Context: an optimization exercise on an open-source flow, tuned for small area, a short achievable clock period and few clock cycles per item. The choices shown serve that exercise and are no tape-out recipe. Where RTL was checked, it was by simulation tests only, not by an equivalence proof against the original. For run 2, only the layout was checked, not whether the RTL still works.

## flow/design.v (module list and top-level ports; edited modules follow where they fit)
// module prc_mul: 202 lines
// module prc_dist: 262 lines
// module palette_remap_nearest_color_unit: 559 lines
module palette_remap_nearest_color_unit (
	input  logic                            clk,
	input  logic                            arst_n,
	input  logic                            req_valid,
	output logic                            req_ready,
	input  logic                            req_type,
	input  logic [7:0]                      req_color_index,
	input  logic [7:0]                      req_red,
	input  logic [7:0]                      req_green,
	input  logic [7:0]                      req_blue,
	input  logic [2:0]                      req_remap_mode,
	input  logic [3:0]                      req_fade_level,
	input  logic [2:0]                      req_house_color,
	output logic                            rsp_valid,
	input  logic                            rsp_ready,
	output logic [7:0]                      rsp_match_index,
	input  logic                            cfg_write,
	input  logic [prc_pkg::SHADOW_W-1:0]    cfg_wdata
);
  // ...
==> flow/run.sh <==
#!/bin/bash
# synth_recipe.tcl (not shown) runs the flow's synth.tcl, then flattens the netlist and writes it again
# the make line also repeats each setting of config.mk as NAME=value (left out here)
make -C /OpenROAD-flow-scripts/flow DESIGN_CONFIG=/design/flow/config.mk WORK_HOME=/design/flow/orfs CLKGATE_MAP_FILE= SYNTH_SCRIPT=/design/flow/synth_recipe.tcl finish
==> flow/config.mk <==
export PLATFORM = sky130hd
export DESIGN_NAME = palette_remap_nearest_color_unit
export DESIGN_NICKNAME = palette_remap_nearest_color_unit
export VERILOG_FILES = /design/flow/design.v
export SDC_FILE = /design/flow/constraint.sdc
export NUM_CORES = 4
export LEC_CHECK = 0
export CAP_MARGIN = 20
export CELL_PAD_IN_SITES_DETAIL_PLACEMENT = 2
export CELL_PAD_IN_SITES_GLOBAL_PLACEMENT = 4
export CORE_MARGIN = 2
export CORE_UTILIZATION = 25
export PLACE_DENSITY = 0.35
export SETUP_SLACK_MARGIN = 4.0
export SLEW_MARGIN = 20
export SYNTH_MEMORY_MAX_BITS = 8192
export TNS_END_PERCENT = 100
==> flow/constraint.sdc <==
create_clock -name core_clock -period 8.0 [get_ports {clk}]
set_input_delay 1.6000 -clock core_clock [delete_from_list [all_inputs] [get_ports {clk}]]
set_output_delay 1.6000 -clock core_clock [all_outputs]
set_load 0.01 [all_outputs]
==> results.toml, run 1 <==
[timing]
period_share_pct = 52.7
finalMaxSlewViolations = 0
period_minus_slack_ns = 4.21

[detailed_routing]
drtIter0Drc = 13700
highest_layer = "met5"
routed-wl-met3_um = 55800

[die]
start_util_pct = 25.1
core_um2 = 1410000
dieArea_um2 = 1420000
io-pin-count = 67

[synth]
ys_ff_latch = 6468
syn_inst = 32600
synthTopCellsByArea = "dfxtp_1 (34%), fa_1 (19%), ha_1 (11%)"

[final_layout]
multiInputCombCellCount = 20800
multi_input_area_um2 = 201000
fin_area_um2 = 410000
seq_cells = 6468
top_regs = "g_lane.sh x3072, lane_d x576"
seqCellArea_um2 = 134000
final_cells = 52800
layout_commonest_cell = "dfxtp_1"
fin_nets = 39700
regMostFlops = "g_lane.sh"

[placement]
postPlaceCellArea_um2 = 379000
placed_cells_incl_taps = 51100

[min_path]
min_delay_path_depth = 0

[grt]
grt_use_met3_pct = 2.37
grt_pass1_vias = 269000
gr-max-usage-layer = "met2"
grt_max_degree = 126

[setup_path]
cp_data_required_time_ns = 8.91
critPathMostFrequentCell = "buf_4"

[outcome]
status = "timing/DRC/antenna clean"

[cts]
cts_root_buf = "clkbuf_16"
cts_sinks = 6468
Testbench counts, summed over its fixed seeds: cycles 2,755, queries 633.
==> module palette_remap_nearest_color_unit, before the edit <==
module palette_remap_nearest_color_unit (
	input  logic                            clk,
	input  logic                            arst_n,
	input  logic                            req_valid,
	output logic                            req_ready,
	input  logic                            req_type,
	input  logic [7:0]                      req_color_index,
	input  logic [7:0]                      req_red,
	input  logic [7:0]                      req_green,
	input  logic [7:0]                      req_blue,
	input  logic [2:0]                      req_remap_mode,
	input  logic [3:0]                      req_fade_level,
	input  logic [2:0]                      req_house_color,
	output logic                            rsp_valid,
	input  logic                            rsp_ready,
	output logic [7:0]                      rsp_match_index,
	input  logic                            cfg_write,
	input  logic [prc_pkg::SHADOW_W-1:0]    cfg_wdata
);
	localparam int K   = 32;    
	localparam int L   = 4;    
	localparam int KB  = 5;
	localparam int LB  = 2;
	localparam int WQD = 3;    
	localparam int FD  = 6;    
	function automatic logic [23:0] house_target(input logic [6:0] hp);
		logic [23:0] t;
		case (hp)
			7'd0: t = 24'h4c4c00;
			7'd1: t = 24'h585800;
			7'd2: t = 24'h646400;
			7'd3: t = 24'h707000;
			7'd4: t = 24'h7c7c00;
			7'd5: t = 24'h888800;
			7'd6: t = 24'h939300;
			7'd7: t = 24'h9f9f00;
			7'd8: t = 24'habab00;
			7'd9: t = 24'hb7b700;
			7'd10: t = 24'hc3c300;
			7'd11: t = 24'hcfcf00;
			7'd12: t = 24'hdbdb00;
			7'd13: t = 24'he7e700;
			7'd14: t = 24'hf3f300;
			7'd15: t = 24'hffff00;
			7'd16: t = 24'h00304c;
			7'd17: t = 24'h003758;
			7'd18: t = 24'h003e64;
			7'd19: t = 24'h004670;
			7'd20: t = 24'h004d7c;
			7'd21: t = 24'h005588;
			7'd22: t = 24'h005c93;
			7'd23: t = 24'h00649f;
			7'd24: t = 24'h006bab;
			7'd25: t = 24'h0073b7;
			7'd26: t = 24'h007ac3;
			7'd27: t = 24'h0082cf;
			7'd28: t = 24'h0089db;
			7'd29: t = 24'h0091e7;
			7'd30: t = 24'h0098f3;
			7'd31: t = 24'h00a0ff;
			7'd32: t = 24'h4c0000;
			7'd33: t = 24'h580000;
			7'd34: t = 24'h640000;
			7'd35: t = 24'h700000;
			7'd36: t = 24'h7c0000;
			7'd37: t = 24'h880000;
			7'd38: t = 24'h930000;
			7'd39: t = 24'h9f0000;
			7'd40: t = 24'hab0000;
			7'd41: t = 24'hb70000;
			7'd42: t = 24'hc30000;
			7'd43: t = 24'hcf0000;
			7'd44: t = 24'hdb0000;
			7'd45: t = 24'he70000;
			7'd46: t = 24'hf30000;
			7'd47: t = 24'hff0000;
			7'd48: t = 24'h003c00;
			7'd49: t = 24'h004500;
			7'd50: t = 24'h004e00;
			7'd51: t = 24'h005800;
			7'd52: t = 24'h006100;
			7'd53: t = 24'h006a00;
			7'd54: t = 24'h007400;
			7'd55: t = 24'h007d00;
			7'd56: t = 24'h008600;
			7'd57: t = 24'h009000;
			7'd58: t = 24'h009900;
			7'd59: t = 24'h00a200;
			7'd60: t = 24'h00ac00;
			7'd61: t = 24'h00b500;
			7'd62: t = 24'h00be00;
			7'd63: t = 24'h00c800;
			7'd64: t = 24'h4c2600;
			7'd65: t = 24'h582c00;
			7'd66: t = 24'h643200;
			7'd67: t = 24'h703800;
			7'd68: t = 24'h7c3e00;
			7'd69: t = 24'h884400;
			7'd70: t = 24'h934a00;
			7'd71: t = 24'h9f5000;
			7'd72: t = 24'hab5600;
			7'd73: t = 24'hb75c00;
			7'd74: t = 24'hc36200;
			7'd75: t = 24'hcf6800;
			7'd76: t = 24'hdb6e00;
			7'd77: t = 24'he77400;
			7'd78: t = 24'hf37a00;
			7'd79: t = 24'hff8000;
			7'd80: t = 24'h262626;
			7'd81: t = 24'h2c2c2c;
			7'd82: t = 24'h323232;
			7'd83: t = 24'h383838;
			7'd84: t = 24'h3e3e3e;
			7'd85: t = 24'h444444;
			7'd86: t = 24'h4a4a4a;
			7'd87: t = 24'h505050;
			7'd88: t = 24'h565656;
			7'd89: t = 24'h5c5c5c;
			7'd90: t = 24'h626262;
			7'd91: t = 24'h686868;
			7'd92: t = 24'h6e6e6e;
			7'd93: t = 24'h747474;
			7'd94: t = 24'h7a7a7a;
			7'd95: t = 24'h808080;
			7'd96: t = 24'h00004c;
			7'd97: t = 24'h000058;
			7'd98: t = 24'h000064;
			7'd99: t = 24'h000070;
			7'd100: t = 24'h00007c;
			7'd101: t = 24'h000088;
			7'd102: t = 24'h000093;
			7'd103: t = 24'h00009f;
			7'd104: t = 24'h0000ab;
			7'd105: t = 24'h0000b7;
			7'd106: t = 24'h0000c3;
			7'd107: t = 24'h0000cf;
			7'd108: t = 24'h0000db;
			7'd109: t = 24'h0000e7;
			7'd110: t = 24'h0000f3;
			7'd111: t = 24'h0000ff;
			7'd112: t = 24'h2a180c;
			7'd113: t = 24'h301b0d;
			7'd114: t = 24'h371f0f;
			7'd115: t = 24'h3d2311;
			7'd116: t = 24'h442613;
			7'd117: t = 24'h4a2a15;
			7'd118: t = 24'h512e17;
			7'd119: t = 24'h573219;
			7'd120: t = 24'h5e351a;
			7'd121: t = 24'h64391c;
			7'd122: t = 24'h6b3d1e;
			7'd123: t = 24'h714120;
			7'd124: t = 24'h784422;
			7'd125: t = 24'h7e4824;
			7'd126: t = 24'h854c26;
			7'd127: t = 24'h8c5028;
			default: t = 24'h000000;
		endcase
		house_target = t;
	endfunction
	function automatic logic [19:0] min4(input logic [17:0] d0, input logic [17:0] d1,
	                                    input logic [17:0] d2, input logic [17:0] d3);
		logic c01, c02, c03, c12, c13, c23, w0, w1, w2, w3;
		c01 = d1 < d0; c02 = d2 < d0; c03 = d3 < d0;
		c12 = d2 < d1; c13 = d3 < d1; c23 = d3 < d2;
		w1 = c01 && !c12 && !c13;
		w2 = c02 && c12 && !c23;
		w3 = c03 && c13 && c23;
		w0 = !(w1 || w2 || w3);
		min4 = {w2 || w3, w1 || w3,
		        ({18{w0}} & d0) | ({18{w1}} & d1) | ({18{w2}} & d2) | ({18{w3}} & d3)};
	endfunction
	logic [LB-1:0] ph;
	always_ff @(posedge clk or negedge arst_n) begin
		if (!arst_n) ph <= '0;
		else         ph <= ph + 1'b1;
	end
	logic [WQD-1:0]  wq_v;
	logic [6:0]      wq_a [WQD];
	logic [23:0]     wq_d [WQD];
	logic [2:0]      wc_acc, wc_land;
	logic            wq_elig, land;
	logic            acc, acc_q, acc_w;
	logic            ready_q;
	assign req_ready = ready_q;
	assign acc   = req_valid && ready_q;
	assign acc_q = acc && req_type;
	assign acc_w = acc && !req_type && !req_color_index[7];
	logic          land_d;
	logic [K-1:0]  hit_q;
	assign land_d = wq_v[0] && wq_elig && !land && ((ph + LB'(2)) == wq_a[0][6:KB]);
	always_ff @(posedge clk or negedge arst_n) begin
		if (!arst_n) land <= 1'b0;
		else         land <= land_d;
	end
	always_ff @(posedge clk) begin
		for (int j = 0; j < K; j++) hit_q[j] <= land_d && (wq_a[0][KB-1:0] == KB'(j));
	end
	logic [WQD-1:0]  wqv_n;
	logic [6:0]      wqa_n [WQD];
	logic [23:0]     wqd_n [WQD];
	logic [$clog2(WQD+1)-1:0] wq_cnt_n;
	logic placed;
	always_comb begin
		for (int i = 0; i < WQD; i++) begin
			wqv_n[i] = wq_v[i];
			wqa_n[i] = wq_a[i];
			wqd_n[i] = wq_d[i];
		end
		if (land) begin
			for (int i = 0; i < WQD - 1; i++) begin
				wqv_n[i] = wq_v[i+1];
				wqa_n[i] = wq_a[i+1];
				wqd_n[i] = wq_d[i+1];
			end
			wqv_n[WQD-1] = 1'b0;
		end
		placed = 1'b0;
		if (acc_w) begin
			for (int i = 0; i < WQD; i++) begin
				if (!wqv_n[i] && !placed) begin
					wqv_n[i] = 1'b1;
					wqa_n[i] = req_color_index[6:0];
					wqd_n[i] = {req_red, req_green, req_blue};
					placed   = 1'b1;
				end
			end
		end
		wq_cnt_n = '0;
		for (int i = 0; i < WQD; i++) wq_cnt_n = wq_cnt_n + wqv_n[i];
	end
	always_ff @(posedge clk or negedge arst_n) begin
		if (!arst_n) begin
			wq_v    <= '0;
			wc_acc  <= '0;
			wc_land <= '0;
		end else begin
			wq_v <= wqv_n;
			if (acc_w) wc_acc  <= wc_acc + 1'b1;
			if (land)  wc_land <= wc_land + 1'b1;
		end
	end
	always_ff @(posedge clk) begin
		for (int i = 0; i < WQD; i++) begin
			wq_a[i] <= wqa_n[i];
			wq_d[i] <= wqd_n[i];
		end
	end
	logic [23:0] head [K];    
	genvar gj;
	for (gj = 0; gj < K; gj++) begin : g_lane
		logic [L*24-1:0] sh;
		always_ff @(posedge clk) begin
			sh <= {sh[23:0], sh[L*24-1:48], hit_q[gj] ? ~wq_d[0] : sh[47:24]};
		end
		assign head[gj] = sh[23:0];
	end
	logic [8:0] keep_q;
	always_ff @(posedge clk or negedge arst_n) begin
		if (!arst_n) keep_q <= 9'd128;
		else if (cfg_write) keep_q <= cfg_wdata[8] ? 9'd0 : 9'd256 - {1'b0, cfg_wdata[7:0]};
	end
	logic        r_v;
	logic [2:0]  r_mode;
	logic [7:0]  r_idx;
	logic [23:0] r_rgb;
	logic [3:0]  r_lvl;
	logic [2:0]  r_house;
	logic [2:0]  r_qwc;
	logic [K-1:0] r_lsel;   
	logic        s_v;
	logic [1:0]  s_kind;    
	logic [16:0] s_fac;     
	logic [23:0] s_raw;     
	logic        s_blk;     
	logic [2:0]  s_qwc;
	logic        m_v;
	logic [24:0] m_ra [3];
	logic [24:0] m_rb [3];
	logic [2:0]  m_qwc;
	logic        t_v;
	logic        t_pass;
	logic [7:0]  t_res;
	logic [23:0] t_tgt;
	logic [2:0]  t_qwc;
	logic        w_v;        
	logic        w_pass;
	logic [LB-1:0] w_cnt;
	logic [7:0]  w_res;
	logic [23:0] w_tgt;
	logic [2:0]  w_qwc;
	logic        w_last;
	logic        r_src, r_pass, r_in_house;
	logic [7:0]  r_pres;
	logic        r_src_now;
	logic        t_free, m_free, s_free;
	logic        t_start, m_go, s_go, r_to_s, r_to_t;
	logic        cred_ok, blocked;
	logic [2:0]  t_nold, r_nold;
	logic        r_fwd;
	logic [16:0] r_fac;
	assign r_in_house = (r_idx[7:4] == 4'd5);
	assign r_src   = (r_mode == 3'd2 || r_mode == 3'd3 || r_mode == 3'd4) && (r_idx != 8'd0);
	assign r_pass  = !r_src && !(r_mode == 3'd0) && !(r_mode == 3'd1 && r_in_house);
	assign r_pres  = (r_mode == 3'd2 || r_mode == 3'd3 || r_mode == 3'd4) ? 8'd0 : r_idx;
	assign w_last  = w_pass || (w_cnt == LB'(L - 1));
	assign t_nold  = t_qwc - wc_land;
	assign blocked = !t_pass && ((t_nold > 3'd1) ||
	                 ((t_nold == 3'd1) && ((ph + 1'b1) == wq_a[0][6:KB])));
	assign t_start = t_v && (!w_v || w_last) && cred_ok && !blocked;
	assign t_free  = !t_v || t_start;
	assign m_go    = m_v && t_free;
	assign m_free  = !m_v || m_go;
	assign s_go    = s_v && m_free;
	assign s_free  = !s_v || s_go;
	assign r_src_now = r_idx[7] || (ph == r_idx[6:KB]);
	assign r_to_s  = r_v && r_src && r_src_now && s_free;
	assign r_to_t  = r_v && !r_src && !s_v && !m_v && t_free;
	logic [23:0] r_fwd_d;
	logic [23:0] r_head;
	always_comb begin
		r_head = '0;
		for (int j = 0; j < K; j++) r_head = r_head | ({24{r_lsel[j]}} & head[j]);
	end
	assign r_nold = r_qwc - wc_land;
	always_comb begin
		r_fwd   = 1'b0;
		r_fwd_d = wq_d[0];
		for (int i = 0; i < WQD; i++) begin
			if (wq_v[i] && (r_nold > 3'(i)) && (wq_a[i] == r_idx[6:0])) begin
				r_fwd   = 1'b1;
				r_fwd_d = wq_d[i];
			end
		end
	end
	always_comb begin
		case (r_lvl)
			4'd0: r_fac = 17'd65550;
			4'd1: r_fac = 17'd61180;
			4'd2: r_fac = 17'd56810;
			4'd3: r_fac = 17'd52440;
			4'd4: r_fac = 17'd48070;
			4'd5: r_fac = 17'd43700;
			4'd6: r_fac = 17'd39330;
			4'd7: r_fac = 17'd34960;
			4'd8: r_fac = 17'd30590;
			4'd9: r_fac = 17'd26220;
			4'd10: r_fac = 17'd21850;
			4'd11: r_fac = 17'd17480;
			4'd12: r_fac = 17'd13110;
			4'd13: r_fac = 17'd8740;
			4'd14: r_fac = 17'd4370;
			4'd15: r_fac = 17'd0;
		endcase
		if (r_mode == 3'd2) r_fac = {keep_q, 8'd0};
	end
	assign wq_elig = !(r_v && r_qwc == wc_land) && !(s_v && s_qwc == wc_land) &&
	                 !(m_v && m_qwc == wc_land) && !(t_v && t_qwc == wc_land) &&
	                 !(w_v && !w_last && w_qwc == wc_land);
	logic [23:0] s_src;
	logic [24:0] mul_ra [3];
	logic [24:0] mul_rb [3];
	assign s_src = s_blk ? 24'd0 : ~s_raw;
	for (gj = 0; gj < 3; gj++) begin : g_mul
		logic [24:0] ra, rb;
		prc_mul u_mul (.p(s_src[23-8*gj -: 8]), .f(s_fac), .ra(ra), .rb(rb));
		assign mul_ra[gj] = (s_kind == 2'd2) ? {2'd0, s_src[23-8*gj -: 8], 15'd0} : ra;
		assign mul_rb[gj] = (s_kind == 2'd2) ? {2'd0, 8'd255, 15'd0} : rb;
	end
	logic [23:0] m_tgt;
	logic [24:0] m_sum [3];
	always_comb begin
		for (int c = 0; c < 3; c++) begin
			m_sum[c] = m_ra[c] + m_rb[c];
			m_tgt[23-8*c -: 8] = m_sum[c][23:16];
		end
	end
	logic [$clog2(FD+1)-1:0] outst;
	logic rsp_pop;
	logic r_v_n;
	assign cred_ok = (outst < FD);
	assign r_v_n   = acc_q || (r_v && !r_to_s && !r_to_t);
	always_ff @(posedge clk or negedge arst_n) begin
		if (!arst_n) begin
			r_v <= 1'b0; s_v <= 1'b0; m_v <= 1'b0; t_v <= 1'b0; w_v <= 1'b0;
			w_cnt <= '0; ready_q <= 1'b0; outst <= '0;
		end else begin
			r_v <= r_v_n;
			ready_q <= !r_v_n && (wq_cnt_n < WQD);
			if (r_to_s)    s_v <= 1'b1; else if (s_go) s_v <= 1'b0;
			if (s_go)      m_v <= 1'b1; else if (m_go) m_v <= 1'b0;
			if (m_go || r_to_t) t_v <= 1'b1; else if (t_start) t_v <= 1'b0;
			if (t_start) begin
				w_v   <= 1'b1;
				w_cnt <= '0;
			end else if (w_v && w_last) begin
				w_v <= 1'b0;
			end else if (w_v) begin
				w_cnt <= w_cnt + 1'b1;
			end
			outst <= outst + (t_start ? 1'b1 : 1'b0) - (rsp_pop ? 1'b1 : 1'b0);
		end
	end
	always_ff @(posedge clk) begin
		if (acc_q) begin
			r_mode  <= req_remap_mode;
			r_idx   <= req_color_index;
			r_rgb   <= {req_red, req_green, req_blue};
			r_lvl   <= req_fade_level;
			r_house <= req_house_color;
			r_qwc   <= wc_acc;
			r_lsel  <= K'(1) << req_color_index[KB-1:0];
		end
		if (r_to_s) begin
			s_kind <= (r_mode == 3'd2) ? 2'd0 : (r_mode == 3'd3) ? 2'd1 : 2'd2;
			s_fac  <= r_fac;
			s_raw  <= r_fwd ? ~r_fwd_d : r_head;
			s_blk  <= r_idx[7];
			s_qwc  <= r_qwc;
		end
		if (s_go) begin
			for (int c = 0; c < 3; c++) begin
				m_ra[c] <= mul_ra[c];
				m_rb[c] <= mul_rb[c];
			end
			m_qwc  <= s_qwc;
		end
		if (m_go) begin
			t_pass <= 1'b0;
			t_res  <= 8'd0;
			t_tgt  <= m_tgt;
			t_qwc  <= m_qwc;
		end else if (r_to_t) begin
			t_pass <= r_pass;
			t_res  <= r_pres;
			t_tgt  <= (r_mode == 3'd1) ? house_target({r_house, r_idx[3:0]}) : r_rgb;
			t_qwc  <= r_qwc;
		end
		if (t_start) begin
			w_pass <= t_pass;
			w_res  <= t_res;
			w_tgt  <= t_tgt;
			w_qwc  <= t_qwc;
		end
	end
	localparam int NT = 5;
	logic        tk0_v, tk0_first, tk0_last, tk0_pass;
	logic [7:0]  tk0_aux;
	logic [NT:1] tk_v, tk_first, tk_last, tk_pass;
	logic [7:0]  tk_aux [1:NT];
	assign tk0_v     = w_v;
	assign tk0_first = (w_cnt == '0);
	assign tk0_last  = w_last;
	assign tk0_pass  = w_pass;
	assign tk0_aux   = w_pass ? w_res : 8'(ph);
	always_ff @(posedge clk or negedge arst_n) begin
		if (!arst_n) tk_v <= '0;
		else         tk_v <= {tk_v[NT-1:1], tk0_v};
	end
	always_ff @(posedge clk) begin
		tk_first <= {tk_first[NT-1:1], tk0_first};
		tk_last  <= {tk_last[NT-1:1], tk0_last};
		tk_pass  <= {tk_pass[NT-1:1], tk0_pass};
		tk_aux[1] <= tk0_aux;
		for (int i = 2; i <= NT; i++) tk_aux[i] <= tk_aux[i-1];
	end
	logic [17:0] lane_d [K];
	for (gj = 0; gj < K; gj++) begin : g_dist
		logic [17:0] d;
		prc_dist u_dist (.clk(clk), .t(w_tgt), .pn(head[gj]), .d(d));
		always_ff @(posedge clk) begin
			if (gj == 0 && tk_aux[2][LB-1:0] == '0) lane_d[gj] <= 18'h3FFFF;
			else                                       lane_d[gj] <= d;
		end
	end
	logic [17:0] g1_d [8];
	logic [1:0]  g1_j [8];
	logic [17:0] g2_d [2];
	logic [3:0]  g2_j [2];
	always_ff @(posedge clk) begin
		for (int g = 0; g < 8; g++) {g1_j[g], g1_d[g]} <= min4(lane_d[4*g], lane_d[4*g+1], lane_d[4*g+2], lane_d[4*g+3]);
		for (int g = 0; g < 2; g++) begin
			logic [19:0] m;
			m = min4(g1_d[4*g], g1_d[4*g+1], g1_d[4*g+2], g1_d[4*g+3]);
			g2_d[g] <= m[17:0];
			g2_j[g] <= {m[19:18], g1_j[4*g + m[19:18]]};
		end
	end
	logic [17:0] cand_xd, cand_yd;
	logic [3:0]  cand_xj, cand_yj;
	assign cand_xd = g2_d[0]; assign cand_xj = g2_j[0];
	assign cand_yd = g2_d[1]; assign cand_yj = g2_j[1];
	logic [17:0]   best_d;
	logic [LB-1:0] best_ph;
	logic [KB-1:0] best_j;
	logic [17:0]   nb_d;
	logic [LB-1:0] nb_ph;
	logic [KB-1:0] nb_j;
	logic          f_v;
	logic [7:0]    f_res;
	logic x_lt_b, y_lt_b, y_lt_x, take_x, take_y;
	assign x_lt_b = {cand_xd, tk_aux[NT][LB-1:0]} < {best_d, best_ph};
	assign y_lt_b = {cand_yd, tk_aux[NT][LB-1:0]} < {best_d, best_ph};
	assign y_lt_x = cand_yd < cand_xd;
	assign take_x = (tk_first[NT] || x_lt_b) && !y_lt_x;
	assign take_y = (tk_first[NT] || y_lt_b) && y_lt_x;
	assign nb_d  = take_x ? cand_xd : take_y ? cand_yd : best_d;
	assign nb_ph = (take_x || take_y) ? tk_aux[NT][LB-1:0] : best_ph;
	assign nb_j  = take_x ? {1'b0, cand_xj} : take_y ? {1'b1, cand_yj} : best_j;
	always_ff @(posedge clk) begin
		if (tk_v[NT] && !tk_pass[NT]) begin
			best_d  <= nb_d;
			best_ph <= nb_ph;
			best_j  <= nb_j;
		end
		f_res <= tk_pass[NT] ? tk_aux[NT] : 8'({nb_ph, nb_j});
	end
	always_ff @(posedge clk or negedge arst_n) begin
		if (!arst_n) f_v <= 1'b0;
		else         f_v <= tk_v[NT] && tk_last[NT];
	end
	logic [FD-1:0] q_v, qv_n;
	logic [7:0]    q_d [FD];
	logic [7:0]    qd_n [FD];
	assign rsp_pop = q_v[0] && rsp_ready;
	always_comb begin
		logic done;
		for (int i = 0; i < FD; i++) begin
			qv_n[i] = q_v[i];
			qd_n[i] = q_d[i];
		end
		if (rsp_pop) begin
			for (int i = 0; i < FD - 1; i++) begin
				qv_n[i] = q_v[i+1];
				qd_n[i] = q_d[i+1];
			end
			qv_n[FD-1] = 1'b0;
		end
		done = 1'b0;
		if (f_v) begin
			for (int i = 0; i < FD; i++) begin
				if (!qv_n[i] && !done) begin
					qv_n[i] = 1'b1;
					qd_n[i] = f_res;
					done = 1'b1;
				end
			end
		end
	end
	always_ff @(posedge clk or negedge arst_n) begin
		if (!arst_n) q_v <= '0;
		else         q_v <= qv_n;
	end
	always_ff @(posedge clk) begin
		for (int i = 0; i < FD; i++) q_d[i] <= qd_n[i];
	end
	assign rsp_valid       = q_v[0];
	assign rsp_match_index = q_d[0];
endmodule
==> run 2: changes to the inputs <==
--- a/flow/design.v
+++ b/flow/design.v
@@ -542,3 +542,3 @@
 	localparam int LB  = 2;
-	localparam int WQD = 3;    
+	localparam int WQD = 2;    
 	localparam int FD  = 6;    
@@ -788,3 +788,2 @@
 	logic [2:0]  r_qwc;
-	logic [K-1:0] r_lsel;   
 	logic        s_v;
@@ -837,19 +836,4 @@
 	assign r_to_t  = r_v && !r_src && !s_v && !m_v && t_free;
-	logic [23:0] r_fwd_d;
-	logic [23:0] r_head;
-	always_comb begin
-		r_head = '0;
-		for (int j = 0; j < K; j++) r_head = r_head | ({24{r_lsel[j]}} & head[j]);
-	end
 	assign r_nold = r_qwc - wc_land;
-	always_comb begin
-		r_fwd   = 1'b0;
-		r_fwd_d = wq_d[0];
-		for (int i = 0; i < WQD; i++) begin
-			if (wq_v[i] && (r_nold > 3'(i)) && (wq_a[i] == r_idx[6:0])) begin
-				r_fwd   = 1'b1;
-				r_fwd_d = wq_d[i];
-			end
-		end
-	end
+	assign r_fwd  = wq_v[0] && (r_nold != 3'd0) && (wq_a[0] == r_idx[6:0]);
 	always_comb begin
@@ -930,3 +914,2 @@
 			r_qwc   <= wc_acc;
-			r_lsel  <= K'(1) << req_color_index[KB-1:0];
 		end
@@ -935,3 +918,3 @@
 			s_fac  <= r_fac;
-			s_raw  <= r_fwd ? ~r_fwd_d : r_head;
+			s_raw  <= r_fwd ? ~wq_d[0] : head[r_idx[KB-1:0]];
 			s_blk  <= r_idx[7];
==> results.toml, run 2 <==
[outcome]
status = "timing/DRC/antenna clean"

[synth]
yosysSeqAreaShare_pct = 37.4
synth_most_common_cell = "dfxtp_1"
synth.avg_cell_area_um2 = 10.6
synth_edf_count = 347
ys.flop_type = "dfxtp_1"
synth.net_count = 39600
synthArstFlopShare_pct = 0.671
synth.yosys.warnings = 38
syn_inst = 33100
synth_fa_ha_area_share_pct = 30.3
yosys.area.top_type = "dfxtp_1"
yosys.area_share.simple_pct = 10.7
synthTopCellsByArea = "dfxtp_1 (34%), fa_1 (19%), ha_1 (11%)"
synth_top_family_by_area = "adder cells"
synth_top_area_share_pct = 34.2
muxShareOfSynthArea_pct = 2.90
synth_cell_type_count = 88
ys_ff_latch = 6404
synth_compound_area_share_pct = 8.15
synth_common_cells = "dfxtp_1 (6014), inv_1 (5035), fa_1 (3422)"
synth-xor-area-share_pct = 4.34
netlist_area_um2 = 352000

[final_layout]
final_cell_mix = "dfxtp_1 (5658), inv_1 (5023), fa_1 (3418)"
final_cells = 53100
fin_nets = 40200
top_regs = "g_lane.sh x3072, lane_d x576"
regMostFlops = "g_lane.sh"
layout-drive-gt1-share_pct = 7.81
largest_reg_flops = 3072
area_delta_synth_final_pct = 16.1
post-route-util_pct = 29.1
layout_commonest_cell = "dfxtp_1"

[cts]
cts_tree = "built"
clk_pin_slew_worst_paths_ns = 0.07
cts_htree_levels = 6
cts_sinks = 6404
cts-buffers-inserted = 793
clkLatencyLatePin_ns = 1.27
clockBufferDepth = 5
cts_root_buf = "clkbuf_16"
holdBufCountCts = 0

[run]
max_cap_violations = 0

[grt]
grt_pass1_vias = 270000
track_usage_pct = 23.4
antenna_found_initial = 329
grt_max_degree = 126
grt_pass1_wl_um = 2300000
grt_overflow_total = 0

[timing]
hold_viol_final = 0
period_share_pct = 55.9
max_slew.worst_pin.slew_ns = 1.33
slew_headroom_pct = 11.0
setup_viol = 0
period_minus_slack_ns = 4.47
fin_tns_setup_ns = 0
timing.fmax_mhz = 223
finalMaxSlewViolations = 0
rsz0062_at_grt = "yes"
final.setup_skew_ns = 0.123

[placement]
port-buffer-count = 66
hpwl_um = 1370000
placed_cells_incl_taps = 51400
gp_routability_congestion = 0.884

[detailed_routing]
drc = 0
first_pass_iters = 19
ant_nets = 0
num_vias = 241000
viasPerCell = 4.54
routed_wl_um = 1680000
wl_per_cell_um = 31.7
drtIter0Drc = 13800

[min_path]
hp-start = "g_lane[28].sh[93]"
hp-class = "reg2reg"

[setup_path]
setup.worst_path.start = "r_idx[4]"
worst_setup_path_end_kind = "flop"
critPathLaunchType = "flop"
cp_max_fo = 16
worst_ep_arrival_time_ns = 5.38
reg2reg_from = "r_idx[4]"
cp_data_required_time_ns = 8.91
worstSetupPathType = "reg2reg"

[die]
start_util_pct = 25.0
die_h_um = 1190
dieArea_um2 = 1420000
io-pin-count = 67
rows = 436
fp.dieW_um = 1190
core_um2 = 1410000
-- run 2: layer usage --
layer	share of wire (%)	up-vias	routed length, µm	global-route usage, %
li1	-	108000	-	-
met5	0.012	-	195	0
met3	3.7	1499	62900	2.70
met4	2.9	30	48800	5.94
met2	48	4114	801000	39.9
met1	46	127000	770000	31.5
-- run 2: area by class of cell --
cell class	instances	area [µm²]
Multi-Input combinational cell	20800	201000
Clock buffer	1083	22600
Fill cell	151000	998000
Clock inverter	385	5180
Antenna cell	188	470
Tap cell	18600	23300
Inverter	5035	19000
Timing Repair Buffer	579	5330
Sequential cell	6404	133000
-- run 2: final timing paths --
kind,to,slack [ns],cells after the start
setup / recovery,s_raw[3],3.53,9
hold / removal,g_lane[28].sh[69],0.24,0
setup reg to reg,s_raw[3],3.53,9
hold reg to reg,g_lane[28].sh[69],0.24,0
max in group asynchronous,wc_land[0],6.28,2
min in group asynchronous,q_v[3],0.40,1
-- run 2: per-stage QoR --
step / cell area, µm² / hold slack (ns) / worst slack (ns)
finish: 409000 / 0.244 / 3.53
global route: 409000 / 0.274 / 3.84
CTS: 408000 / 0.254 / 3.84
detailed placement: 379000 / 0.313 / 2.16
global placement: 378000 / 0.309 / 0.266
floorplan: 353000 / 0.310 / 3.74
-- run 2: kinds of logic (layout without fill, tap and decap cells) --
group	count (synthesis)	count (layout)
xor gates and xnor gates	1746	1746
muxes	1014	1014
DFF	6404	6404
AOI/OAI and AO/OA	4355	4355
other	0	188
buffers and inverters	5833	7082
adders and majority gates	6465	6465
and+or+nand+nor	7262	7263
-- run 2: timing repair --
action,CTS,global route
resized for setup,286,256
hold endpoints to repair,0,0
gates cloned,2,1
setup endpoints to repair,831,478
buffers inserted,35,25
pin swaps,13,15
-- run 2: critical path: stages, from the launching register on --
cell,delay (ns)
edfxtp_1,0.32
buf_4,0.34
or3b_2,0.35
nor2_4,0.13
buf_4,0.28
a222oi_1,1.03
nand3_1,0.40
or4_1,0.88
o211ai_1,0.22
o21ai_0,0.12
==> run 3: changes to the inputs <==
--- a/flow/design.v
+++ b/flow/design.v
@@ -542,4 +542,4 @@
 	localparam int LB  = 2;
-	localparam int WQD = 2;    
-	localparam int FD  = 6;    
+	localparam int WQD = 3;    
+	localparam int FD  = 4;    
 	function automatic logic [23:0] house_target(input logic [6:0] hp);
@@ -679,2 +679,54 @@
 	endfunction
+	function automatic logic lt18(input logic [17:0] a, input logic [17:0] b);
+		logic [17:0] l, g;
+		l = ~a & b;
+		g = a & ~b;
+		for (int i = 0; i + 1 < 18; i += 2) begin
+			l[i] = l[i+1] | (~g[i+1] & l[i]);
+			g[i] = g[i+1] | (~l[i+1] & g[i]);
+		end
+		for (int i = 0; i + 2 < 18; i += 4) begin
+			l[i] = l[i+2] | (~g[i+2] & l[i]);
+			g[i] = g[i+2] | (~l[i+2] & g[i]);
+		end
+		for (int i = 0; i + 4 < 18; i += 8) begin
+			l[i] = l[i+4] | (~g[i+4] & l[i]);
+			g[i] = g[i+4] | (~l[i+4] & g[i]);
+		end
+		for (int i = 0; i + 8 < 18; i += 16) begin
+			l[i] = l[i+8] | (~g[i+8] & l[i]);
+			g[i] = g[i+8] | (~l[i+8] & g[i]);
+		end
+		for (int i = 0; i + 16 < 18; i += 32) begin
+			l[i] = l[i+16] | (~g[i+16] & l[i]);
+			g[i] = g[i+16] | (~l[i+16] & g[i]);
+		end
+		lt18 = l[0];
+	endfunction
+	function automatic logic lt20(input logic [19:0] a, input logic [19:0] b);
+		logic [19:0] l, g;
+		l = ~a & b;
+		g = a & ~b;
+		for (int i = 0; i + 1 < 20; i += 2) begin
+			l[i] = l[i+1] | (~g[i+1] & l[i]);
+			g[i] = g[i+1] | (~l[i+1] & g[i]);
+		end
+		for (int i = 0; i + 2 < 20; i += 4) begin
+			l[i] = l[i+2] | (~g[i+2] & l[i]);
+			g[i] = g[i+2] | (~l[i+2] & g[i]);
+		end
+		for (int i = 0; i + 4 < 20; i += 8) begin
+			l[i] = l[i+4] | (~g[i+4] & l[i]);
+			g[i] = g[i+4] | (~l[i+4] & g[i]);
+		end
+		for (int i = 0; i + 8 < 20; i += 16) begin
+			l[i] = l[i+8] | (~g[i+8] & l[i]);
+			g[i] = g[i+8] | (~l[i+8] & g[i]);
+		end
+		for (int i = 0; i + 16 < 20; i += 32) begin
+			l[i] = l[i+16] | (~g[i+16] & l[i]);
+			g[i] = g[i+16] | (~l[i+16] & g[i]);
+		end
+		lt20 = l[0];
+	endfunction
 	function automatic logic [19:0] min4(input logic [17:0] d0, input logic [17:0] d1,
@@ -682,4 +734,4 @@
 		logic c01, c02, c03, c12, c13, c23, w0, w1, w2, w3;
-		c01 = d1 < d0; c02 = d2 < d0; c03 = d3 < d0;
-		c12 = d2 < d1; c13 = d3 < d1; c23 = d3 < d2;
+		c01 = lt18(d1, d0); c02 = lt18(d2, d0); c03 = lt18(d3, d0);
+		c12 = lt18(d2, d1); c13 = lt18(d3, d1); c23 = lt18(d3, d2);
 		w1 = c01 && !c12 && !c13;
@@ -788,2 +840,3 @@
 	logic [2:0]  r_qwc;
+	logic [K-1:0] r_lsel;   
 	logic        s_v;
@@ -836,4 +889,19 @@
 	assign r_to_t  = r_v && !r_src && !s_v && !m_v && t_free;
+	logic [23:0] r_fwd_d;
+	logic [23:0] r_head;
+	always_comb begin
+		r_head = '0;
+		for (int j = 0; j < K; j++) r_head = r_head | ({24{r_lsel[j]}} & head[j]);
+	end
 	assign r_nold = r_qwc - wc_land;
-	assign r_fwd  = wq_v[0] && (r_nold != 3'd0) && (wq_a[0] == r_idx[6:0]);
+	always_comb begin
+		r_fwd   = 1'b0;
+		r_fwd_d = wq_d[0];
+		for (int i = 0; i < WQD; i++) begin
+			if (wq_v[i] && (r_nold > 3'(i)) && (wq_a[i] == r_idx[6:0])) begin
+				r_fwd   = 1'b1;
+				r_fwd_d = wq_d[i];
+			end
+		end
+	end
 	always_comb begin
@@ -914,2 +982,3 @@
 			r_qwc   <= wc_acc;
+			r_lsel  <= K'(1) << req_color_index[KB-1:0];
 		end
@@ -918,3 +987,3 @@
 			s_fac  <= r_fac;
-			s_raw  <= r_fwd ? ~wq_d[0] : head[r_idx[KB-1:0]];
+			s_raw  <= r_fwd ? ~r_fwd_d : r_head;
 			s_blk  <= r_idx[7];
@@ -1003,5 +1072,5 @@
 	logic x_lt_b, y_lt_b, y_lt_x, take_x, take_y;
-	assign x_lt_b = {cand_xd, tk_aux[NT][LB-1:0]} < {best_d, best_ph};
-	assign y_lt_b = {cand_yd, tk_aux[NT][LB-1:0]} < {best_d, best_ph};
-	assign y_lt_x = cand_yd < cand_xd;
+	assign x_lt_b = lt20({cand_xd, tk_aux[NT][LB-1:0]}, {best_d, best_ph});
+	assign y_lt_b = lt20({cand_yd, tk_aux[NT][LB-1:0]}, {best_d, best_ph});
+	assign y_lt_x = lt18(cand_yd, cand_xd);
 	assign take_x = (tk_first[NT] || x_lt_b) && !y_lt_x;
--- a/flow/config.mk
+++ b/flow/config.mk
@@ -13,3 +13,3 @@
 export PLACE_DENSITY = 0.35
-export SETUP_SLACK_MARGIN = 4.0
+export SETUP_SLACK_MARGIN = 4.8
 export SLEW_MARGIN = 20
==> results.toml, run 3 <==
[setup_path]
cp_data_required_time_ns = 9.03
cpMaxStageDelayCell = "a222oi_1"
setup.worst_path.start = "lane_d[3][0]"
crit_chain = "nand2b_4, maj3_2, maj3_2, maj3_2, a211oi_4, o31ai_4, maj3_2, a21oi_4, nor4_4, buf_6, a222oi_1, o31ai_4, buf_16"
cpPeakStageDelay_ns = 0.56
r2r_cells = 13
cp_max_fo = 4
critPathMostFrequentCell = "maj3_2"
reg2reg_from = "lane_d[3][0]"
worstSetupPathType = "reg2reg"
worst_ep_arrival_time_ns = 5.11
worst_setup_path_end_kind = "flop"
critPathLaunchType = "flop"

[synth]
synthArstFlopShare_pct = 0.651
synth_common_cells = "dfxtp_1 (6029), inv_1 (4211), fa_1 (3424)"
netlist_area_um2 = 345000
ys_ff_latch = 6450
syn_inst = 32000
yosysSeqAreaShare_pct = 38.6
synth_most_common_cell = "dfxtp_1"
synth_edf_count = 379
ys.flop_type = "dfxtp_1"
yosys.area.top_type = "dfxtp_1"
synth.avg_cell_area_um2 = 10.8
synth.net_count = 37400
synth_top_area_share_pct = 35.0
synthTopCellsByArea = "dfxtp_1 (35%), fa_1 (20%), ha_1 (7.1%)"
synth_cell_type_count = 100
synth.yosys.warnings = 38

[final_layout]
regMostFlops = "g_lane.sh"
post-route-util_pct = 32.6
layout_commonest_cell = "dfxtp_1"
final_cell_mix = "dfxtp_1 (5063), inv_1 (3803), and2_1 (2066)"
fill_cells = 145000
largest_reg_flops = 3072
layout-drive-gt1-share_pct = 27.8
multi_input_area_um2 = 216000
seqCellArea_um2 = 135000
fin_nets = 40300
area_delta_synth_final_pct = 29.9
top_regs = "g_lane.sh x3072, lane_d x576"
fin_area_um2 = 448000

[placement]
gp_routability_congestion = 0.860
hpwl_um = 1400000
postPlaceCellArea_um2 = 372000
port-buffer-count = 66

[die]
start_util_pct = 25.1
dieArea_um2 = 1390000
die_h_um = 1180
io-pin-count = 67
fp.dieW_um = 1180
core_um2 = 1380000
rows = 431

[detailed_routing]
num_vias = 248000
drtIter0Drc = 14800
wl_per_cell_um = 33.1
drc = 0
routed_wl_um = 1790000
viasPerCell = 4.59
first_pass_iters = 8
ant_nets = 0

[timing]
rsz0062_at_grt = "yes"
period_minus_slack_ns = 4.08
fin_tns_setup_ns = 0
final.setup_skew_ns = 0.123
period_share_pct = 51.0
max_slew.worst_pin.slew_ns = 1.49
timing.fmax_mhz = 245
finalMaxSlewViolations = 1
hold_viol_final = 0
slew_headroom_pct = -0.193
setup_viol = 0

[cts]
clk_pin_slew_worst_paths_ns = 0.06
cts-buffers-inserted = 805
cts_sinks = 6450
clockBufferDepth = 5
holdBufCountCts = 0
cts_htree_levels = 6
cts_tree = "built"
clkLatencyLatePin_ns = 1.28
cts_root_buf = "clkbuf_16"

[grt]
track_usage_pct = 25.2
grt_overflow_total = 0
grt_max_degree = 63
grt_pass1_wl_um = 2410000
grt_pass1_vias = 275000
antenna_found_initial = 287

[min_path]
hp-start = "g_lane[22].sh[65]"
hp-class = "reg2reg"
min_delay_path_depth = 0

[run]
max_cap_violations = 1

[outcome]
so_faults = "max-capacitance violations, max-slew violations"
status = "finished with violations"
## run 3: cell types whose count changed in the layout (fill, tap and decap cells not counted), moves of 616 or more
| cell | previous run | this run |
|---|---|---|
| buf_6 | 17 | 633 |
| buf_4 | 437 | 1572 |
| fa_1 | 3418 | 1749 |
| inv_1 | 5023 | 3803 |
| ha_1 | 3041 | 1857 |
| fa_2 | 4 | 1675 |
## run 3: cells by family (layout without fill, tap and decap cells)
family,Yosys count,count (layout),share of synthesized area (%)
xor+xnor,1837,1837,4.66
other cells,0,188,0
buf+inv,4957,8445,5.43
simple gates,7329,7345,11.0
compound gates,4577,4581,9.06
flops,6450,6450,38.6
fa+ha+maj,5890,5890,28.4
mux,960,960,2.80
## run 3: layout make-up
type / instances / share of cell area, %
multi-input cells: 20600 / 48.1
flip-flops and latches: 6450 / 30.2
clock inverters: 375 / 1.16
repair inverters: 3 / 0.00698
inverters: 4212 / 3.61
diodes: 188 / 0.105
repair buffers: 2745 / 6.50
well taps: 18400 / 5.14
clock buffers: 1110 / 5.11
## run 3: final timing paths
kind                                          end  slack, ns
worst max-delay path                   g1_d[0][1]       3.92
worst min register to register  g_lane[22].sh[41]       0.26
worst max register to register         g1_d[0][1]       3.92
max in group asynchronous                    land       6.80
worst min-delay path            g_lane[22].sh[41]       0.26
min in group asynchronous                 tk_v[2]       0.48
## run 3: critical path: cells and delay by family, from the launching register on
family / cells / cell delay (ns)
and+or+nand+nor: 2 / 0.20
buffers and inverters: 2 / 0.40
adders and majority gates: 4 / 1.34
AOI/OAI and AO/OA: 5 / 1.57
DFF: 1 / 0.33
## run 3: layer usage
layer	vias to the layer above	share of wire (%)	global-route usage (%)
met3	1525	3.2	2.28
met2	4023	47	42.2
met4	6	3.2	6.72
met5	-	0.0019	0
met1	132000	46	34.9
li1	111000	-	-
## run 3: timing repair
item                                    CTS  global route
cloned                                   73            19
setup endpoints to repair              2442          2274
endpoints found under the hold margin     0             0
pin swaps                              2411          1883
resized for setup                      5774          2332
buffers inserted                       1512           580
## run 3: stage by stage
step | hold slack, ns | setup slack [ns] | instances
2_1_floorplan | 0.310 | 2.33 | 32000
3_3_place_gp | 0.309 | 1.29 | 50200
3_5_place_dp | 0.313 | 2.75 | 50200
4_1_cts | 0.270 | 3.92 | 53300
5_1_grt | 0.286 | 3.90 | 54000
6_report | 0.263 | 3.92 | 54100
Testbench counts of run 3, summed over its fixed seeds: cycles 2,755, queries 633.
==> run 4: changes to the inputs <==
--- a/flow/config.mk
+++ b/flow/config.mk
@@ -13,3 +13,3 @@
 export PLACE_DENSITY = 0.35
-export SETUP_SLACK_MARGIN = 4.8
+export SETUP_SLACK_MARGIN = 4.0
 export SLEW_MARGIN = 20
==> results.toml, run 4 <==
[final_layout]
fin_nets = 38300
largest_reg_flops = 3072
final_cells = 52100
layout_commonest_cell = "dfxtp_1"
fill_cells = 148000
seqCellArea_um2 = 134000
post-route-util_pct = 29.3
area_delta_synth_final_pct = 17.0
top_regs = "g_lane.sh x3072, lane_d x576"
layout-drive-gt1-share_pct = 8.81
multi_input_area_um2 = 196000
final_cell_mix = "dfxtp_1 (5693), inv_1 (4189), fa_1 (3416)"
regMostFlops = "g_lane.sh"

[synth]
syn_inst = 32000
netlist_area_um2 = 345000
synth_common_cells = "dfxtp_1 (6029), inv_1 (4211), fa_1 (3424)"
synth.avg_cell_area_um2 = 10.8
synth.yosys.warnings = 38
synthArstFlopShare_pct = 0.651
synth_edf_count = 379
synth_most_common_cell = "dfxtp_1"
yosysSeqAreaShare_pct = 38.6
synthTopCellsByArea = "dfxtp_1 (35%), fa_1 (20%), ha_1 (7.1%)"
synth_cell_type_count = 100
ys_ff_latch = 6450
ys.flop_type = "dfxtp_1"
synth_top_area_share_pct = 35.0
yosys.area.top_type = "dfxtp_1"
synth.net_count = 37400

[placement]
port-buffer-count = 66
gp_routability_congestion = 0.853
placed_cells_incl_taps = 50200
dpl_worst_slack_ns = 2.64
hpwl_um = 1390000

[die]
io-pin-count = 67
dieArea_um2 = 1390000
core_um2 = 1380000
rows = 431
die_h_um = 1180
start_util_pct = 25.1
fp.dieW_um = 1180

[cts]
cts_sinks = 6450
cts-buffers-inserted = 805
cts_root_buf = "clkbuf_16"
clk_pin_slew_worst_paths_ns = 0.06
clkLatencyLatePin_ns = 1.27
cts_htree_levels = 6
holdBufCountCts = 0
cts_tree = "built"
clockBufferDepth = 5

[detailed_routing]
first_pass_iters = 8
drtIter0Drc = 14300
routed_wl_um = 1720000
drc = 0
num_vias = 239000
wl_per_cell_um = 33.0
viasPerCell = 4.59
ant_nets = 0

[min_path]
hp-class = "reg2reg"

[timing]
finalMaxSlewViolations = 0
setup_viol = 0
final.setup_skew_ns = 0.150
hold_ws_ns = 0.243
finalWorstSetupSlack_ns = 3.82
rsz0062_at_grt = "yes"
hold_viol_final = 0
period_share_pct = 52.2
timing.fmax_mhz = 239
fin_tns_setup_ns = 0
slew_headroom_pct = 11.0
max_slew.worst_pin.slew_ns = 1.33
period_minus_slack_ns = 4.18

[setup_path]
worstSetupPathType = "reg2reg"
crit_end = "s_raw[8]"
setup.worst_path.start = "r_lsel[5]"
worst_setup_path_end_kind = "flop"
worst_ep_arrival_time_ns = 5.08
cp_data_required_time_ns = 8.91
r2r_slack_ns = 3.82
reg2reg_from = "r_lsel[5]"
r2r_cells = 6
critPathLaunchType = "flop"
cp_max_fo = 14
r2r_end = "s_raw[8]"

[grt]
grt_use_met3_pct = 2.27
track_usage_pct = 24.3
grt_pass1_vias = 266000
grt_max_degree = 130
use_met1_pct = 33.4
grt_pass1_wl_um = 2330000
antenna_found_initial = 331
met2_usage_pct = 41.0
gr-max-usage-layer = "met2"
grt_overflow_total = 0

[run]
max_cap_violations = 0

[outcome]
status = "timing/DRC/antenna clean"
run 4: routing by layer:
metal	vias up	routed length [µm]
met2	4017	815000
met1	127000	798000
met4	12	51100
li1	106000	-
met5	-	81
met3	1376	55600
run 4: cell type report:
class | count | share of cell area [%]
Multi-Input combinational cell | 20600 | 48.5
Sequential cell | 6450 | 33.1
Clock buffer | 1166 | 5.87
Tap cell | 18400 | 5.70
Inverter | 4212 | 3.93
Timing Repair Buffer | 740 | 1.71
Clock inverter | 301 | 0.996
Antenna cell | 226 | 0.140
Timing Repair inverter | 2 | 0.00310
run 4: worst min path at each step:
stage,start,to,cells after the start
final,g_lane[20].sh[51],g_lane[20].sh[27],0
after global routing,arst_n,f_v,1
after CTS,arst_n,f_v,1
after detailed placement,g_lane[11].sh[71],g_lane[11].sh[47],0
after global placement,g_lane[23].sh[81],g_lane[23].sh[57],0
after floorplan,g_lane[0].sh[48],g_lane[0].sh[24],0
run 4: per-stage QoR:
| stage | instance area [µm²] |
|---|---|
| floorplan | 345000 |
| global placement | 371000 |
| detailed placement | 372000 |
| CTS | 402000 |
| global route | 404000 |
| finish | 404000 |
run 4: cell families after synthesis:
| kind of cell | count (synthesis) | share of synthesized area [%] |
|---|---|---|
| adders and majority gates | 5890 | 28.4 |
| AOI/OAI and AO/OA | 4577 | 9.06 |
| buffers and inverters | 4957 | 5.43 |
| muxes | 960 | 2.80 |
| and+or+nand+nor | 7329 | 11.0 |
| DFF | 6450 | 38.6 |
| xor gates and xnor gates | 1837 | 4.66 |
run 4: worst max-delay path, stage by stage (launching register included):
cell and delay, ns:
edfxtp_1 0.36, buf_4 0.26, buf_4 0.33, a22oi_1 1.02, nand4_1 0.65, nor3_1 0.94
a21oi_1 0.17
run 4: timing repair:
item / in CTS / in global routing
pin swaps: 88 / 79
setup buffers: 93 / 54
resized for setup: 422 / 301
cloned: 11 / 6
setup endpoints to repair: 954 / 527
==> run 5: changes to the inputs <==
--- a/flow/config.mk
+++ b/flow/config.mk
@@ -11,4 +11,4 @@
 export CORE_MARGIN = 2
-export CORE_UTILIZATION = 25
-export PLACE_DENSITY = 0.35
+export CORE_UTILIZATION = 35
+export PLACE_DENSITY = 0.45
 export SETUP_SLACK_MARGIN = 4.0
==> results.toml, run 5 <==
[outcome]
status = "timing/DRC/antenna clean"

[detailed_routing]
wl_per_cell_um = 32.6
drtIter0Drc = 17500
viasPerCell = 5.22
routed_wl_um = 1510000
drc = 0
ant_nets = 0
num_vias = 241000
first_pass_iters = 8

[synth]
synthArstFlopShare_pct = 0.651
synth_top_area_share_pct = 35.0
yosys.area.top_type = "dfxtp_1"
synth.avg_cell_area_um2 = 10.8
ys.flop_type = "dfxtp_1"
yosysSeqAreaShare_pct = 38.6
synth.yosys.warnings = 38
synth_most_common_cell = "dfxtp_1"
netlist_area_um2 = 345000
synth.net_count = 37400
synth_edf_count = 379
syn_inst = 32000
synth_common_cells = "dfxtp_1 (6029), inv_1 (4211), fa_1 (3424)"
synthTopCellsByArea = "dfxtp_1 (35%), fa_1 (20%), ha_1 (7.1%)"
synth_cell_type_count = 100
ys_ff_latch = 6450

[timing]
timing.fmax_mhz = 233
period_share_pct = 53.7
period_minus_slack_ns = 4.29
max_slew.worst_pin.slew_ns = 1.36
setup_viol = 0
fin_tns_setup_ns = 0
slew_headroom_pct = 8.84
final.setup_skew_ns = 0.111
finalMaxSlewViolations = 0
hold_viol_final = 0
rsz0062_at_grt = "yes"

[setup_path]
critPathLaunchType = "flop"
worst_ep_arrival_time_ns = 5.03
cpMaxStageDelayCell = "nor3_1"
worst_setup_path_end_kind = "flop"
crit_chain = "buf_4, buf_4, a22oi_1, nand4_1, nor3_1, a21oi_1"
cp_data_required_time_ns = 8.74
crit_family = "simple AND/OR/NAND/NOR gates"
crit_buf_inv = 2
critPathMostFrequentCell = "buf_4"
cpPeakStageDelay_ns = 1.12
worstSetupPathType = "reg2reg"
cp_max_fo = 15

[final_layout]
fin_nets = 38000
top_regs = "g_lane.sh x3072, lane_d x576"
final_cell_mix = "dfxtp_1 (5787), inv_1 (4202), fa_1 (3421)"
largest_reg_flops = 3072
layout-drive-gt1-share_pct = 7.15
area_delta_synth_final_pct = 13.2
regMostFlops = "g_lane.sh"
fill_cells = 102000
layout_commonest_cell = "dfxtp_1"

[die]
rows = 364
core_um2 = 983000
fp.dieW_um = 997
die_h_um = 997
dieArea_um2 = 994000
start_util_pct = 35.1
io-pin-count = 67

[cts]
cts_htree_levels = 6
clk_pin_slew_worst_paths_ns = 0.06
cts_root_buf = "clkbuf_16"
cts_tree = "built"
clockBufferDepth = 5
cts-buffers-inserted = 756
cts_sinks = 6450
clkLatencyLatePin_ns = 1.14

[grt]
grt_overflow_total = 0
antenna_found_initial = 274
grt_pass1_wl_um = 2100000
grt_pass1_vias = 265000
grt_max_degree = 130
track_usage_pct = 29.9

[placement]
gp_routability_congestion = 0.929
port-buffer-count = 66
hpwl_um = 1200000

[min_path]
hp-class = "reg2reg"

[run]
max_cap_violations = 0
## run 5: cell counts after synthesis
No cell type changed its count.
## run 5: through the flow
step	cell area, µm²	instances	util [%]	setup WS (ns)	hold slack (ns)
floorplan	345000	32000	-	2.33	0.310
global placement	363000	44700	36.9	0.840	0.309
detailed placement	363000	44700	36.9	2.72	0.313
CTS	390000	46100	39.6	3.80	0.269
global route	391000	46100	39.8	3.77	0.283
finish	391000	46200	39.8	3.71	0.268
## run 5: timing repair
action	CTS	global route
buffers inserted	23	37
gates resized for setup	149	282
cloned	6	3
hold buffers	0	0
endpoints found under the hold margin	0	0
endpoints found under the setup margin	796	612
pin swaps	17	49
## run 5: worst paths after layout
| path | from | end | slack, ns | cells past startpoint |
|---|---|---|---|---|
| worst max-delay path | r_lsel[19] | s_raw[18] | 3.71 | 6 |
| worst min-delay path | g_lane[26].sh[53] | g_lane[26].sh[29] | 0.27 | 0 |
| worst max register to register | r_lsel[19] | s_raw[18] | 3.71 | 6 |
| worst min register to register | g_lane[26].sh[53] | g_lane[26].sh[29] | 0.27 | 0 |
| max in group asynchronous | arst_n | land | 6.67 | 1 |
| min in group asynchronous | arst_n | tk_v[1] | 0.61 | 1 |
## run 5: layout make-up
cell class	count	area [µm²]	share of cell area, %
Tap cell	13000	16300	4.16
Clock inverter	332	4050	1.04
Timing Repair Buffer	496	4430	1.13
Inverter	4212	15800	4.05
Sequential cell	6450	134000	34.2
Multi-Input combinational cell	20600	195000	49.9
Antenna cell	83	208	0.0531
Timing Repair inverter	2	12.5	0.00320
Clock buffer	1039	21600	5.52
## run 5: metal layers
layer	routed length (µm)	GRT usage [%]	up-vias
met1	682000	41.0	128000
li1	-	-	106000
met4	65200	11.1	32
met3	73100	3.92	1790
met5	214	0	-
met2	687000	48.4	5712
## run 5: logic make-up after synthesis
kind of cell	share of synthesized area, %
AND/OR/NAND/NOR	11.0
flip-flops	38.6
adder cells (fa/ha/maj)	28.4
buffers and inverters	5.43
AO/OA/AOI/OAI	9.06
XOR/XNOR	4.66
multiplexers	2.80
## run 5: worst register-to-register path, delay by kind of cell (launching register included)
kind / cells / cell delay, ns
AOI/OAI and AO/OA: 2 / 1.14
buffers and inverters: 2 / 0.67
DFF: 1 / 0.37
and+or+nand+nor: 2 / 1.73

-- static timing again, ports no longer ideal --
No port has a modelled driver above. Below, the same layouts with a new extraction and two added sets of constraints. Step 1 sets driving cells, clkbuf_16 on the clock port and buf_2 on the other inputs (assumed; they add their load-dependent delay and slew). Step 2 moves the port delays by t, midway between the first and last clock arrival at a register: inputs arrive t later, outputs are due t later. That takes back most of the time a late clock gives input paths. Slacks: ideal ports / drivers / drivers and shift; pairs: ideal ports / drivers.
run	shift t [ns]	slack for setup (ns)	cell pins on the clock port's net
run 1	1.383	3.786 / 3.786 / 2.828	1
run 2	1.399	3.525 / 3.525 / 2.987	1
run 3	1.378	3.922 / 3.922 / 3.648	1
run 4	1.378	3.825 / 3.825 / 2.926	1
run 5	1.264	3.707 / 3.707 / 3.026	1
The setup slack of run 1, which loses most, moves by 0.000 ns with the drivers and by -0.958 ns with both steps.
